What follows belongs to an exercise in optimizing a design on an open flow for small area, a short achievable clock period and few clock cycles per item; a production flow would make more cautious choices. Where RTL was checked, it was by simulation tests only, not by an equivalence proof against the original.

==> flow/design.v (excerpt) <==
module date_seconds_of_year_converter_unit (
    input  logic                            i_clk,
    input  logic                            i_rst_n,
    input  logic                            i_in_valid,
    output logic                            o_in_ready,
    input  logic                            i_in_mode,
    input  logic [dsoyc_pkg::WYear-1:0]     i_in_year,
    input  logic [dsoyc_pkg::WMonth-1:0]    i_in_month,
    input  logic [dsoyc_pkg::WDay-1:0]      i_in_day,
    input  logic [dsoyc_pkg::WHour-1:0]     i_in_hour,
    input  logic [dsoyc_pkg::WMinute-1:0]   i_in_minute,
    input  logic [dsoyc_pkg::WSecond-1:0]   i_in_second,
    input  logic [dsoyc_pkg::WSeconds-1:0]  i_in_seconds,
    output logic                            o_out_valid,
    input  logic                            i_out_ready,
    output logic [dsoyc_pkg::WSeconds-1:0]  o_out_seconds,
    output logic [dsoyc_pkg::WMonth-1:0]    o_out_month,
    output logic [dsoyc_pkg::WDay-1:0]      o_out_day,
    output logic [dsoyc_pkg::WHour-1:0]     o_out_hour,
    output logic [dsoyc_pkg::WMinute-1:0]   o_out_minute,
    output logic [dsoyc_pkg::WSecond-1:0]   o_out_second,
    output logic                            o_out_range_error
);
    function automatic logic [8:0] offc(input logic [3:0] m);
        case (m)
            4'd2:    offc = 9'd31;
            4'd3:    offc = 9'd59;
            4'd4:    offc = 9'd90;
  ...
Settings: LEC_CHECK=0, CAP_MARGIN=20, CORE_MARGIN=2, CORE_UTILIZATION=40, CTS_BUF_LIST=sky130_fd_sc_hd__clkbuf_8, SETUP_SLACK_MARGIN=5, SLEW_MARGIN=20; clock period 9.0 ns.
standard.sh (not shown) runs the stock make flow with config.mk's settings and CLKGATE_MAP_FILE= SYNTH_SCRIPT=/design/flow/synth_recipe.tcl, a recipe that flattens the netlist after the stock synthesis.
==> flow/flow/run.sh <==
#!/bin/bash
# The standard layout with two changes:
#  - the port buffers are sky130_fd_sc_hd__buf_1 cells;
#  - synthesis runs the standard flow's synthesis script with yosys's synth called with -noabc
#    as well (flow/synth.tcl), so the generic abc pass does not restructure the
#    carry-save adders before they are mapped to full and half adder cells.
#    Registers are inferred exactly as in the standard synthesis.
set -euo pipefail
here=$(pwd)
sed -e 's|SETUP_SLACK_MARGIN=5 |SETUP_SLACK_MARGIN=5 BUFFER_PORTS_ARGS="-buffer_cell sky130_fd_sc_hd__buf_1" |' \
    -e "s|SYNTH_SCRIPT=[^ ]*|SYNTH_SCRIPT=$here/flow/synth.tcl|" standard.sh > standard_b.sh
bash standard_b.sh > standard.log 2>&1
==> flow/flow/synth.tcl <==
proc synth {args} { yosys synth -nofsm -noshare -noabc {*}$args }
source $::env(SCRIPTS_DIR)/synth.tcl
# left out here: clear keep_hierarchy, flatten, clean up, hide names made inside functions, write 1_2_yosys.v
Testbench counts at the start, summed over its fixed seeds: cycles 24,032, items 24,000.
Edit:
--- a/flow/design.v
+++ b/flow/design.v
@@ -131,56 +131,60 @@
     dsoyc_div675 u_div675 (.x(n2_secs[24:7]), .p(r1_p), .q(n2_dq));
     always_comb begin
         n2_leap = r1_leap;
         n2_yerr = r1_yerr;
         {n2_month, n2_day, n2_hour, n2_minute, n2_second} = r1_pay;
         n2_err0 = n2_yerr || (n2_month == 4'd0) || (n2_month > 4'd12) || (n2_day == 5'd0) ||
                   (n2_hour > 5'd23) || (n2_minute > 6'd59) || (n2_second > 6'd59);
         n2_dd   = 9'(n2_day) + offc(n2_month);
         n2_lm   = n2_leap && (n2_month >= 4'd3);
         n2_secs = r1_pay[24:0];
-        n2_err1 = n2_yerr || (n2_secs > 25'd31708799) || (!n2_leap && (n2_secs >= 25'd31622400));
+        n2_err1 = n2_yerr;   
         n2_err  = r1_mode ? n2_err1 : n2_err0;
         n2_pay  = r1_mode ? {n2_dq, ~n2_secs[16:7], n2_secs[6:0]} : {n2_dd, n2_tod};
     end
     logic [16:0] n3_tod;
     logic [8:0]  n3_dq;
     logic [6:0]  n3_low;
     logic        n3_lm;
     logic [17:0] n3_y;
     logic [12:1] n3_c;
+    logic [8:0]  n3_dl;
+    logic        n3_err;
     logic [3:0]  n3_mon;
     logic [4:0]  n3_dom;
     logic [25:0] n3_pay;
     assign n3_tod = r2_pay[16:0];
     assign n3_dq  = r2_pay[25:17];
     assign n3_low = r2_pay[6:0];
     assign n3_lm  = r2_leap && !r2_mode;
     dsoyc_mac675 u_mac675 (.a(r2_pay[25:17]), .c(n3_lm), .b(r2_pay[16:7]), .y(n3_y));
     always_comb begin
+        n3_dl    = n3_dq - 9'(r2_leap);
         n3_c[1]  = (n3_dq != 9'd0);
         n3_c[2]  = (n3_dq > 9'd31);
-        n3_c[3]  = r2_leap ? (n3_dq > 9'd60)  : (n3_dq > 9'd59);
-        n3_c[4]  = r2_leap ? (n3_dq > 9'd91)  : (n3_dq > 9'd90);
-        n3_c[5]  = r2_leap ? (n3_dq > 9'd121) : (n3_dq > 9'd120);
-        n3_c[6]  = r2_leap ? (n3_dq > 9'd152) : (n3_dq > 9'd151);
-        n3_c[7]  = r2_leap ? (n3_dq > 9'd182) : (n3_dq > 9'd181);
-        n3_c[8]  = r2_leap ? (n3_dq > 9'd213) : (n3_dq > 9'd212);
-        n3_c[9]  = r2_leap ? (n3_dq > 9'd244) : (n3_dq > 9'd243);
-        n3_c[10] = r2_leap ? (n3_dq > 9'd274) : (n3_dq > 9'd273);
-        n3_c[11] = r2_leap ? (n3_dq > 9'd305) : (n3_dq > 9'd304);
-        n3_c[12] = r2_leap ? (n3_dq > 9'd335) : (n3_dq > 9'd334);
+        n3_c[3]  = n3_c[2] && (n3_dl > 9'd59);
+        n3_c[4]  = n3_c[2] && (n3_dl > 9'd90);
+        n3_c[5]  = n3_c[2] && (n3_dl > 9'd120);
+        n3_c[6]  = n3_c[2] && (n3_dl > 9'd151);
+        n3_c[7]  = n3_c[2] && (n3_dl > 9'd181);
+        n3_c[8]  = n3_c[2] && (n3_dl > 9'd212);
+        n3_c[9]  = n3_c[2] && (n3_dl > 9'd243);
+        n3_c[10] = n3_c[2] && (n3_dl > 9'd273);
+        n3_c[11] = n3_c[2] && (n3_dl > 9'd304);
+        n3_c[12] = n3_c[2] && (n3_dl > 9'd334);
         n3_mon = 4'd0;
         for (int i = 1; i <= 12; i++) begin
             if (n3_c[i]) n3_mon = 4'(i);
         end
-        n3_dom  = n3_dq[4:0] - 5'(r2_leap && n3_c[3]);
+        n3_dom  = n3_c[3] ? n3_dl[4:0] : n3_dq[4:0];
+        n3_err  = r2_err || (r2_mode && ((n3_dq > 9'd366) || ((n3_dq == 9'd366) && !r2_leap)));
         n3_pay = r2_mode ? {n3_mon, n3_dom, ~n3_y[9:0], n3_low[6:4], n3_low[3:0]}
                          : {1'b0, n3_y[17:10], ~n3_y[9:0], n3_tod[6:0]};
     end
     logic        c_mode, c_err;
     logic [25:0] c_pay;
     logic [3:0]  c_mon;
     logic [4:0]  c_dom;
     logic [4:0]  c_day;
     logic [12:0] c_u;
     logic [3:0]  c_low;
@@ -215,21 +219,21 @@
             r1_mode <= i_in_mode;
             r1_leap <= n1_leap;
             r1_yerr <= n1_yerr;
             r1_pay  <= n1_pay;
             r1_p    <= n1_p;
             r2_mode <= r1_mode;
             r2_err  <= n2_err;
             r2_leap <= r1_mode ? n2_leap : n2_lm;
             r2_pay  <= n2_pay;
             r3_mode <= r2_mode;
-            r3_err  <= r2_err;
+            r3_err  <= n3_err;
             r3_pay  <= n3_pay;
             r_o_err <= c_err;
             r_o_z0  <= !c_err && !c_mode;
             r_o_z1  <= !c_err && c_mode;
             r_o_f   <= c_mode ? {c_mon, c_day, c_h, c_tm[5:0], c_u[1:0], c_low}
                               : {c_pay[25:17], ~c_pay[16:7], c_pay[6:0]};
         end
     end
     assign o_out_valid       = r_out_valid;
     assign o_out_seconds     = r_o_f[24:0] & {25{r_o_z0}};
After rerunning: The changed run finished clean. Global-route usage is lower by 1.6 points. Worst hold slack barely changes. Clock skew went up by 0.0091 ns. Via count decreases by a few percent. Synthesized cell count goes down by a few percent. Setup slack got worse by 0.14 ns. Design area went down by a few percent. Critical path depth rose by 9. First-iteration DRC count shrinks by a quarter to a third. Area after synthesis shrinks by a few percent. Wire length shrinks by roughly a tenth. Fmax goes down by a few percent.
For the second run of this note, only the layout was checked, not whether the RTL still works.

## afterwards: timing with drivers on the ports
How much do the figures lean on ideal ports? The routed layouts below were timed once more, with nothing changed but the port constraints.
Step 1 sets driving cells, clkbuf_16 on the clock port and buf_2 on the other inputs (assumed; they add their load-dependent delay and slew).
Step 2 adds t to the input delays and takes it off the output delays; t is the mean of the earliest and latest rising clock arrival at the registers after step 1. Input paths then give back, and output paths get back, about the clock's delay inside the block.
a / b / c = no drivers / after step 1 / after step 2; a / b = the first two.
| run | t (ns) | setup WS [ns] | hold WS [ns] | latest minus earliest clock arrival (ns) | slew at the worst register clock pin (ns) |
|---|---|---|---|---|---|
| the first run | 0.488 | 4.967 / 4.935 / 4.718 | 0.423 / 0.423 / 0.423 | 0.021 / 0.021 | 0.09 / 0.09 |
| the second run | 0.495 | 4.830 / 4.830 / 4.734 | 0.422 / 0.422 / 0.422 | 0.030 / 0.030 | 0.10 / 0.10 |
After both steps setup and hold are still met in every run listed. For the first run, which loses most, drivers alone change the setup slack by -0.032 ns; drivers and shift together by -0.249 ns.
